Background: an optimization exercise with open tools, aiming at small area, a short achievable clock period and few clock cycles per item. Do not read the settings as production practice.
In this exercise RTL edits were held to simulation tests only and were not proved equivalent to the original.
Power and IR drop assume default switching activity.

File: flow/run.sh
#!/bin/bash
# synth_recipe.tcl (not shown) runs the flow's synth.tcl, then flattens the netlist and writes it again
# the make line also repeats each setting of config.mk as NAME=value (left out here)
make -C /OpenROAD-flow-scripts/flow DESIGN_CONFIG=/design/flow/config.mk WORK_HOME=/design/flow/orfs CLKGATE_MAP_FILE= SYNTH_SCRIPT=/design/flow/synth_recipe.tcl finish
File: flow/config.mk
export PLATFORM = sky130hd
export DESIGN_NAME = fp_addsub_top
export DESIGN_NICKNAME = fp_addsub_top
export VERILOG_FILES = /design/flow/design.v
export SDC_FILE = /design/flow/constraint.sdc
export NUM_CORES = 4
export LEC_CHECK = 0
export CAP_MARGIN = 20
export CORE_MARGIN = 2
export CORE_UTILIZATION = 40
export SLEW_MARGIN = 20
File: flow/constraint.sdc
create_clock -name core_clock -period 6.5 [get_ports {clk}]
set_input_delay 1.3000 -clock core_clock [delete_from_list [all_inputs] [get_ports {clk}]]
set_output_delay 1.3000 -clock core_clock [all_outputs]
set_load 0.01 [all_outputs]
File: flow/design.v
package fp_addsub_pkg;
  typedef struct packed {
    logic                 sign;
    logic [8-1:0] exp;
    logic [23-1:0] frac;
  } fp_word_t;
  typedef struct packed {
    fp_word_t a;
    fp_word_t b;
    logic     sub;    
  } fp_op_t;
  typedef struct packed {
    logic overflow;
    logic underflow;
    logic inexact;
  } fp_flags_t;
  typedef struct packed {
    fp_word_t  value;
    fp_flags_t flags;
  } fp_res_t;
  typedef enum logic [2:0] {
    IDLE,
    PRE_NORMALIZING,
    OPERATION,
    NORMALIZING,
    SHIFTING_EXPONENT,
    ROUNDING,
    RESULT,
    RELEASE
  } lane_state_t;
endpackage
module add_sub_fsm (
  input  logic        clk,
  input  logic        rst_n,
  input  logic        start,
  input  logic        out_ack,
  output fp_addsub_pkg::lane_state_t state,
  output logic        load_operands,
  output logic        load_aligned,
  output logic        load_sum,
  output logic        load_normalized,
  output logic        load_result,
  output logic        done
);
  fp_addsub_pkg::lane_state_t next;
  always_ff @(posedge clk) begin
    if (!rst_n) begin
      state <= fp_addsub_pkg::IDLE;
    end else begin
      state <= next;
    end
  end
  always_comb begin
    next = state;
    case (state)
      fp_addsub_pkg::IDLE:              next = start ? fp_addsub_pkg::PRE_NORMALIZING : fp_addsub_pkg::IDLE;
      fp_addsub_pkg::PRE_NORMALIZING:   next = fp_addsub_pkg::OPERATION;
      fp_addsub_pkg::OPERATION:         next = fp_addsub_pkg::NORMALIZING;
      fp_addsub_pkg::NORMALIZING:       next = fp_addsub_pkg::SHIFTING_EXPONENT;
      fp_addsub_pkg::SHIFTING_EXPONENT: next = fp_addsub_pkg::ROUNDING;
      fp_addsub_pkg::ROUNDING:          next = fp_addsub_pkg::RESULT;
      fp_addsub_pkg::RESULT:            next = out_ack ? fp_addsub_pkg::RELEASE : fp_addsub_pkg::RESULT;    
      fp_addsub_pkg::RELEASE:           next = out_ack ? fp_addsub_pkg::RELEASE : fp_addsub_pkg::IDLE;      
      default:           next = fp_addsub_pkg::IDLE;
    endcase
  end
  always_comb begin
    load_operands   = 1'b0;
    load_aligned    = 1'b0;
    load_sum        = 1'b0;
    load_normalized = 1'b0;
    load_result     = 1'b0;
    done            = 1'b0;
    case (state)
      fp_addsub_pkg::PRE_NORMALIZING:   load_operands   = 1'b1;
      fp_addsub_pkg::OPERATION:         load_aligned    = 1'b1;
      fp_addsub_pkg::NORMALIZING:       load_sum        = 1'b1;
      fp_addsub_pkg::SHIFTING_EXPONENT: load_normalized = 1'b1;
      fp_addsub_pkg::ROUNDING:          load_result     = 1'b1;
      fp_addsub_pkg::RESULT:            done            = 1'b1;
      default: begin
      end
    endcase
  end
endmodule
module fp_addsub_lane (
  input  logic      clk,
  input  logic      rst_n,
  input  logic      issue_req,
  output logic      issue_ack,
  input  fp_addsub_pkg::fp_op_t    issue_payload,
  output logic      result_req,
  input  logic      result_ack,
  output fp_addsub_pkg::fp_res_t   result_payload
);
  localparam int E_W     = 8;
  localparam int M_W     = 23 + 1;        
  localparam int A_W     = M_W + 3;              
  localparam int LZ_W    = $clog2(A_W + 1);
  localparam int EXP_MAX = 2 * 127 + 1;
  fp_addsub_pkg::lane_state_t state;
  logic start, ack_q;
  logic load_operands, load_aligned, load_sum, load_normalized, load_result, done;
  fp_addsub_pkg::fp_op_t            op_q;
  fp_addsub_pkg::fp_word_t          b_eff;
  logic [E_W+M_W-2:0] mag_a, mag_b;
  logic [M_W-1:0]    mant_a, mant_b;
  logic              swap;
  logic              l_sign, s_sign;
  logic [E_W-1:0]    l_exp, s_exp, exp_diff;
  logic [M_W-1:0]    l_mant, s_mant;
  logic [A_W-1:0]    s_ext, s_shift, s_mask, small_al;
  logic              s_sticky, sub_r, sign_r;
  logic [A_W:0]      sum;
  logic [LZ_W-1:0]   lz, lz_r;
  logic [A_W-1:0]    norm_mant;
  logic              carry_r, zero_r, uf_r;
  logic signed [E_W+1:0] exp_adj, exp_r, exp_fin;
  logic [M_W-1:0]    mant_keep;
  logic [M_W:0]      mant_rnd;
  logic              guard, round_bit, sticky, lost, round_up;
  fp_addsub_pkg::fp_res_t           res_next, res_q;
  add_sub_fsm fsm_i (
    .clk             (clk),
    .rst_n           (rst_n),
    .start           (start),
    .out_ack         (result_ack),
    .state           (state),
    .load_operands   (load_operands),
    .load_aligned    (load_aligned),
    .load_sum        (load_sum),
    .load_normalized (load_normalized),
    .load_result     (load_result),
    .done            (done)
  );
  assign start = (state == fp_addsub_pkg::IDLE) & issue_req & ~ack_q;
  always_ff @(posedge clk) begin
    if (!rst_n) begin
      ack_q <= 1'b0;
    end else begin
      ack_q <= issue_req & (ack_q | start);    
    end
  end
  always_ff @(posedge clk) begin
    if (start) begin
      op_q <= issue_payload;
    end
  end
  assign issue_ack      = ack_q;
  assign result_req     = done;
  assign result_payload = res_q;
  always_comb begin
    b_eff      = op_q.b;
    b_eff.sign = op_q.b.sign ^ op_q.sub;
    mant_a     = (op_q.a.exp == '0) ? '0 : {1'b1, op_q.a.frac};    
    mant_b     = (op_q.b.exp == '0) ? '0 : {1'b1, op_q.b.frac};
    mag_a      = (op_q.a.exp == '0) ? '0 : {op_q.a.exp, op_q.a.frac};
    mag_b      = (op_q.b.exp == '0) ? '0 : {op_q.b.exp, op_q.b.frac};
    swap       = mag_b > mag_a;
  end
  always_ff @(posedge clk) begin
    if (load_operands) begin
      l_sign <= swap ? b_eff.sign : op_q.a.sign;
      l_exp  <= swap ? b_eff.exp : op_q.a.exp;
      l_mant <= swap ? mant_b : mant_a;
      s_sign <= swap ? op_q.a.sign : b_eff.sign;
      s_exp  <= swap ? op_q.a.exp : b_eff.exp;
      s_mant <= swap ? mant_a : mant_b;
    end
  end
  always_comb begin
    exp_diff = l_exp - s_exp;
    s_ext    = {s_mant, 3'b000};
    s_mask   = (A_W'(1) << exp_diff) - A_W'(1);
    if (exp_diff >= E_W'(A_W)) begin
      s_shift  = '0;
      s_sticky = |s_mant;                      
    end else begin
      s_shift  = s_ext >> exp_diff;
      s_sticky = |(s_ext & s_mask);
    end
  end
  always_ff @(posedge clk) begin
    if (load_aligned) begin
      small_al <= {s_shift[A_W-1:1], s_shift[0] | s_sticky};
      sub_r    <= l_sign ^ s_sign;               
      sign_r   <= l_sign;
    end
  end
  always_comb begin
    if (sub_r) begin
      sum = {1'b0, l_mant, 3'b000} - {1'b0, small_al};
    end else begin
      sum = {1'b0, l_mant, 3'b000} + {1'b0, small_al};
    end
    lz = LZ_W'(A_W);
    for (int i = 0; i < A_W; i++) begin
      if (sum[i]) begin
        lz = LZ_W'(A_W - 1 - i);
      end
    end
  end
  always_ff @(posedge clk) begin
    if (load_sum) begin
      carry_r <= sum[A_W];
      zero_r  <= (sum == '0);
      lz_r    <= sum[A_W] ? '0 : lz;
      if (sum[A_W]) begin
        norm_mant <= {sum[A_W:2], sum[1] | sum[0]};    
      end else begin
        norm_mant <= sum[A_W-1:0] << lz;
      end
    end
  end
  assign exp_adj = {2'b00, l_exp} + (E_W+2)'(carry_r) - (E_W+2)'(lz_r);
  always_ff @(posedge clk) begin
    if (load_normalized) begin
      exp_r <= exp_adj;
      uf_r  <= ~zero_r & (exp_adj <= 0);         
    end
  end
  always_comb begin
    mant_keep = norm_mant[A_W-1:3];
    guard     = norm_mant[2];
    round_bit = norm_mant[1];
    sticky    = norm_mant[0];
    lost      = guard | round_bit | sticky;
    round_up  = guard & (round_bit | sticky | mant_keep[0]);
    mant_rnd  = {1'b0, mant_keep} + (M_W+1)'(round_up);
    exp_fin   = exp_r + (E_W+2)'(mant_rnd[M_W]);    
    res_next  = '0;
    if (zero_r) begin
      res_next.value.sign = sign_r & ~sub_r;         
    end else if (uf_r) begin
      res_next.value.sign      = sign_r;
      res_next.flags.underflow = 1'b1;
      res_next.flags.inexact   = 1'b1;
    end else if (exp_fin >= EXP_MAX) begin
      res_next.value.sign     = sign_r;
      res_next.value.exp      = '1;
      res_next.flags.overflow = 1'b1;
      res_next.flags.inexact  = 1'b1;
    end else begin
      res_next.value.sign    = sign_r;
      res_next.value.exp     = exp_fin[E_W-1:0];
      res_next.value.frac    = mant_rnd[M_W] ? mant_rnd[M_W-1:1] : mant_rnd[M_W-2:0];
      res_next.flags.inexact = lost;
    end
  end
  always_ff @(posedge clk) begin
    if (load_result) begin
      res_q <= res_next;
    end
  end
endmodule
module op_dispatch (
  input  logic                clk,
  input  logic                rst_n,
  input  logic                in_req,
  output logic                in_ack,
  input  fp_addsub_pkg::fp_op_t              in_op,
  output logic [4-1:0] lane_req,
  input  logic [4-1:0] lane_ack,
  output fp_addsub_pkg::fp_op_t              lane_op
);
  localparam int PTR_W = $clog2(4);
  typedef enum logic [1:0] {
    D_IDLE,
    D_ISSUE,
    D_HOLD
  } disp_state_t;
  disp_state_t          state;
  logic [PTR_W-1:0]     ptr;
  logic                 req_q;
  fp_addsub_pkg::fp_op_t               op_q;
  for (genvar i = 0; i < 4; i++) begin : g_lane
    assign lane_req[i] = req_q & (ptr == PTR_W'(i));
  end
  assign lane_op = op_q;
  always_ff @(posedge clk) begin
    if (!rst_n) begin
      state  <= D_IDLE;
      ptr    <= '0;
      req_q  <= 1'b0;
      in_ack <= 1'b0;
    end else begin
      case (state)
        D_IDLE: begin
          if (in_req) begin
            req_q <= 1'b1;
            state <= D_ISSUE;
          end
        end
        D_ISSUE: begin
          if (lane_ack[ptr]) begin               
            req_q  <= 1'b0;
            in_ack <= 1'b1;
            state  <= D_HOLD;
          end
        end
        D_HOLD: begin
          if (!in_req && !lane_ack[ptr]) begin
            in_ack <= 1'b0;
            ptr    <= (ptr == PTR_W'(4 - 1)) ? '0 : ptr + 1'b1;
            state  <= D_IDLE;
          end
        end
        default: state <= D_IDLE;
      endcase
    end
  end
  always_ff @(posedge clk) begin
    if (state == D_IDLE && in_req) begin
      op_q <= in_op;
    end
  end
endmodule
module result_collect (
  input  logic                clk,
  input  logic                rst_n,
  input  logic [4-1:0] lane_req,
  output logic [4-1:0] lane_ack,
  input  logic [4*35-1:0] lane_res,    
  output logic                out_req,
  input  logic                out_ack,
  output fp_addsub_pkg::fp_res_t             out_res
);
  localparam int PTR_W = $clog2(4);
  typedef enum logic [1:0] {
    C_WAIT,
    C_ACK,
    C_LANE,
    C_OUT
  } coll_state_t;
  coll_state_t          state;
  logic [PTR_W-1:0]     ptr;
  logic                 ack_q;
  for (genvar i = 0; i < 4; i++) begin : g_lane
    assign lane_ack[i] = ack_q & (ptr == PTR_W'(i));
  end
  always_ff @(posedge clk) begin
    if (!rst_n) begin
      state   <= C_WAIT;
      ptr     <= '0;
      ack_q   <= 1'b0;
      out_req <= 1'b0;
    end else begin
      case (state)
        C_WAIT: begin
          if (lane_req[ptr]) begin
            out_req <= 1'b1;
            state   <= C_ACK;
          end
        end
        C_ACK: begin
          ack_q <= 1'b1;                         
          state <= C_LANE;
        end
        C_LANE: begin
          if (!lane_req[ptr]) begin
            ack_q <= 1'b0;
            state <= C_OUT;
          end
        end
        C_OUT: begin
          if (!out_req && !out_ack) begin       
            ptr   <= (ptr == PTR_W'(4 - 1)) ? '0 : ptr + 1'b1;
            state <= C_WAIT;
          end
        end
        default: state <= C_WAIT;
      endcase
      if (out_req && out_ack) begin
        out_req <= 1'b0;
      end
    end
  end
  always_ff @(posedge clk) begin
    if (state == C_WAIT && lane_req[ptr]) begin
      out_res <= lane_res[ptr*35 +: 35];
    end
  end
endmodule
module fp_addsub_top (
  input  logic        clk,
  input  logic        rst_n,
  input  logic        in_req,
  output logic        in_ack,
  input  logic [64:0] in_op,      
  output logic        out_req,
  input  logic        out_ack,
  output logic [34:0] out_res     
);
  logic [4-1:0] issue_req, issue_ack, done_req, done_ack;
  fp_addsub_pkg::fp_op_t              issue_op;
  logic [4*35-1:0]  done_res;
  fp_addsub_pkg::fp_res_t             out_res_s;
  op_dispatch dispatch_i (
    .clk      (clk),
    .rst_n    (rst_n),
    .in_req   (in_req),
    .in_ack   (in_ack),
    .in_op    (fp_addsub_pkg::fp_op_t'(in_op)),
    .lane_req (issue_req),
    .lane_ack (issue_ack),
    .lane_op  (issue_op)
  );
  for (genvar g = 0; g < 4; g++) begin : g_lanes
    fp_addsub_lane lane_i (
      .clk            (clk),
      .rst_n          (rst_n),
      .issue_req      (issue_req[g]),
      .issue_ack      (issue_ack[g]),
      .issue_payload  (issue_op),
      .result_req     (done_req[g]),
      .result_ack     (done_ack[g]),
      .result_payload (done_res[g*35 +: 35])
    );
  end
  result_collect collect_i (
    .clk      (clk),
    .rst_n    (rst_n),
    .lane_req (done_req),
    .lane_ack (done_ack),
    .lane_res (done_res),
    .out_req  (out_req),
    .out_ack  (out_ack),
    .out_res  (out_res_s)
  );
  assign out_res = out_res_s;
endmodule
==> run notes <==
power groups by stage:
stage	clock, uW	combinational [uW]	sequential, uW
after floorplan	0	1560	8070
after global placement	0	2360	8200
after detailed placement	0	2340	8200
after CTS	7050	2350	8050
after global routing	7300	2590	8060
final	6940	2420	8060
per-layer routing:
metal / wire length [um] / track usage / vias up
met3: 17840 / 0.03396 / 321
met5: 13 / 0 / -
met4: 9765 / 0.09145 / 2
li1: - / - / 27430
met2: 105400 / 0.3812 / 2403
met1: 114200 / 0.3855 / 28810
kinds of logic (layout without fill, tap and decap cells):
group | after synthesis | count (layout)
fa+ha+maj | 417 | 417
xor+xnor | 265 | 265
flops | 1088 | 1088
buf+inv | 850 | 952
compound gates | 1821 | 1821
simple gates | 2279 | 2279
mux | 599 | 599
other cells | 0 | 3
worst register-to-register path: cells and delay by family (launching register included):
kind | cells | cell delay (ns)
buf+inv | 1 | 0.26
flops | 1 | 0.44
xor+xnor | 1 | 0.49
fa+ha+maj | 1 | 0.42
compound gates | 9 | 2.71
simple gates | 1 | 0.52
mux | 2 | 1.02
cells in the mapped netlist (38+ instances only):
master / count / share of area
mux4_2: 73 / 0.022
edfxtp_1: 1060 / 0.43
nor2_1: 542 / 0.028
and2_1: 48 / 0.0041
clkbuf_1: 290 / 0.015
a31oi_1: 73 / 0.0062
or2_2: 48 / 0.0041
inv_1: 450 / 0.023
o22ai_1: 60 / 0.0051
and3_1: 72 / 0.0061
buf_2: 38 / 0.0026
or3_1: 42 / 0.0036
mux2_2: 132 / 0.020
o31ai_1: 44 / 0.0045
a21oi_1: 469 / 0.032
xnor2_1: 148 / 0.018
mux2i_1: 391 / 0.053
o21a_1: 69 / 0.0070
a22oi_1: 41 / 0.0042
nor3_1: 184 / 0.012
a211oi_1: 94 / 0.0096
nand3_1: 207 / 0.014
nor4_1: 70 / 0.0059
a21o_1: 89 / 0.0091
buf_1: 39 / 0.0020
o211ai_1: 61 / 0.0062
nand2b_1: 93 / 0.0079
nand2_1: 655 / 0.033
xor2_1: 111 / 0.013
o21ai_0: 382 / 0.026
nor2b_1: 102 / 0.0086
nand4_1: 84 / 0.0071
ha_1: 404 / 0.068
worst paths after layout:
check	from	end	slack [ns]
worst min-delay path	g_lanes[0].lane_i.l_sign$_DFFE_PP_	g_lanes[0].lane_i.sign_r$_DFFE_PP_	0.47
worst max register to register	g_lanes[3].lane_i.l_mant[0]$_DFFE_PP_	g_lanes[3].lane_i.norm_mant[8]$_DFFE_PP_	0.34
worst max-delay path	g_lanes[3].lane_i.l_mant[0]$_DFFE_PP_	g_lanes[3].lane_i.norm_mant[8]$_DFFE_PP_	0.34
worst min register to register	g_lanes[0].lane_i.l_sign$_DFFE_PP_	g_lanes[0].lane_i.sign_r$_DFFE_PP_	0.47
metrics by stage:
step | total power (uW) | instance area [sq um] | setup slack [ns] | hold WS [ns] | instances
2_1_floorplan | 9634 | 73820 | 0.4914 | 0.4401 | 7319
5_1_grt | 17950 | 81890 | 0.08907 | 0.4910 | 9885
3_5_place_dp | 10540 | 77920 | 0.5010 | 0.4628 | 9667
6_report | 17410 | 81900 | 0.3394 | 0.4749 | 9888
4_1_cts | 17450 | 81890 | 0.4721 | 0.4763 | 9885
3_3_place_gp | 10560 | 77920 | 0.4743 | 0.4518 | 9667
area by class of cell:
type                            count  area share
Timing Repair Buffer              272     0.02890
Sequential cell                  1088      0.3955
Inverter                          462     0.02117
Multi-Input combinational cell   5381      0.4681
Clock inverter                     83     0.01144
Tap cell                         2464     0.03764
Antenna cell                        3  0.00009166
Clock buffer                      135     0.03708
flip-flops by register name, indices dropped and copies added (netlist names), 12 cells and up:
| signal | count |
|---|---|
| g_lanes.lane_i.small_al | 108 |
| collect_i.out_res | 35 |
| g_lanes.lane_i.l_mant | 96 |
| g_lanes.lane_i.s_mant | 96 |
| g_lanes.lane_i.lz_r | 20 |
| g_lanes.lane_i.fsm_i.state | 12 |
| g_lanes.lane_i.s_exp | 32 |
| g_lanes.lane_i.res_q | 140 |
| dispatch_i.op_q | 65 |
| g_lanes.lane_i.op_q | 260 |
| g_lanes.lane_i.norm_mant | 108 |
| g_lanes.lane_i.exp_r | 40 |
| g_lanes.lane_i.l_exp | 32 |
==> metrics.csv <==
stage,metric,value,unit
clocking,TritonCTS Buffers,116,
critical_path,Crit path top cell by count,mux2i_1,
power,Comb pwr share,0.139,
timing,Max-slew headroom,0.2496,
critical_path,"CP delay by family, top",compound AO/OA/AOI/OAI gates,
timing,f_max,162.3,MHz
grt,global-route wire length before repair,365800,um
synthesis,post-synthesis compound-gate area fraction,0.1663,
timing,RSZ-0062 raised after global routing,false,
finish,multi-input logic area,0.03834,sq mm
finish,post-layout util,0.4469,
drt,Final ANT Viol Nets,0,
critical_path,Arrival @ worst endpoint,6.60,ns
grt,initial antenna violation count,18,
timing,Final Hold Vio Count,0,
synthesis,sequential share of the synthesized area,0.4388,
grt,vias in the first global route,55440,
critical_path,Reg2Reg Depth,15,
clocking,Sink Count,1088,
synthesis,post-synthesis xor/xnor area fraction,0.03205,
clocking,Post-CTS Setup Bufs,0,
clocking,Clock transition at path regs,0.06,ns
power,sequential share of power,0.463,
power,Power Density,212.6,mW/mm^2
synthesis,Synth Register Bits,1088,
clocking,worst skew pair latency,0.78,ns
timing,"Slew Viols, Final",0,
synthesis,Simple-Gate Fraction of Synth Area,0.1499,
power,clock power share,0.398,
grt,largest net degree at the start of global routing,68,
synthesis,Synth cell types,125,
flow_run,max cap viols,0,
floorplan,io pins,106,
finish,final net count,7806,
finish,"leading cell type in the layout, fill and taps excluded",edfxtp_1,
timing,actual slew at the worst max-slew pin,1.120,ns
finish,Fillers,17210,
min_path,hold path depth,0,
power,Peak VDD IR,0.2179,mV
timing,final period utilization,0.9478,
finish,share of layout cells above drive strength 1,0.1003,
finish,"commonest cells after routing, fill and taps aside","edfxtp_1, nand2_1, nor2_1, a21oi_1, inv_1",
power,switching share of total power,0.2735,
drt,Post-Route WL,247200,um
drt,Vias/cell,5.963,
critical_path,CP required,6.94,ns
clocking,post-CTS sizing,0,
grt,GRT Total Usage,0.2583,
place,dpl hpwl,191800,um
timing,Worst Clk Skew,0.04169,ns
critical_path,peak fanout along the critical path,21,
critical_path,Slowest cell on crit path,mux2i_1,
clocking,CTS root buffer,clkbuf_16,
synthesis,syn_area_per_cell,10.09,sq um
critical_path,"Largest stage delay, worst path",0.67,ns
critical_path,CP Cell Sequence,ha_1 > or4b_1 > a211o_1 > a21oi_4 > o2111a_1 > o21ai_1 > a31oi_1 > xnor2_1 > o211ai_1 > o2111ai_4 > buf_12 > mux2i_1 > o22ai_1 > mux2i_1 > o21ai_0,
synthesis,number of flops mapped to enable cells by yosys,1060,
clocking,hold_buf cts,0,
floorplan,# rows,157,
critical_path,"Buf+Inv Stages, Crit Path",1,
floorplan,die width,433.6,um
critical_path,critical path type,register to register,
status,outcome,"complete, no violations",
critical_path,Worst Setup Start Kind,register,
floorplan,die height,433.6,um
synthesis,post-synth net total,7804,
power,total internal power,12650,uW
finish,P&R area growth vs syn,10.95,%
place,Port Buffer Count,105,
synthesis,Mapped Area,0.07382,sq mm
drt,drt pass-1 iters,7,
drt,Remaining DRCs,0,
power,sw power,4761,uW
place,GPL Wtd Cong,0.9524,
drt,Via Count,58960,
floorplan,DIE AREA,0.1880,sq mm
drt,WL/cell,25.00,um
synthesis,mux cell area share after synthesis,0.09588,
timing,final worst path period need,6.161,ns
critical_path,Crit path depth,15,
finish,register area,0.03239,sq mm
critical_path,critical path endpoint category,register,
clocking,CTS tree,done,
timing,Total Neg Setup Slack,0,ns
synthesis,Post-Syn Instances,7319,
grt,grt total ovfl,0,
synthesis,Post-Synth Adder-Cell Area,0.07187,
clocking,CTS Buffer Depth,3,
synthesis,largest family of logic cells by synthesized area,compound AO/OA/AOI/OAI gates,
min_path,worst hold path class,register to register,
floorplan,Core ar.,0.1833,sq mm
clocking,H-tree depth,3,
synthesis,leading register cell type out of synthesis,edfxtp_1,
floorplan,starting density of the core,0.4028,
synthesis,asr flop ratio synth,0,
power,LEAKAGE,0.03058,uW
timing,"Setup violations, final",0,
synthesis,warning count from the yosys run,4,
drt,initial drt markers,6681,
Testbench counts, summed over its fixed seeds: cycles 19,224, items 3,200.

re-timing with driven ports:
Ports are ideal in the flow. The routed layout listed here was re-timed in OpenROAD.
Step 1, drivers: a clkbuf_16 drives clk and a buf_2 each remaining input, both assumed.
Step 2, shift: input delay + t, output delay - t, t = (earliest + latest rising clock arrival at the registers) / 2. This alone moves slack from input paths to output paths.
Three values: ideal ports, drivers, drivers and shift; two values: the first two.
shift t [ns]: 0.849
setup slack, ns: 0.339 / 0.339 / 0.339
worst data-port slew with drivers (ns): 0.08
After both steps this run still meets setup and hold. For this run, drivers alone change the setup slack by 0.000 ns; drivers and shift together by 0.000 ns.
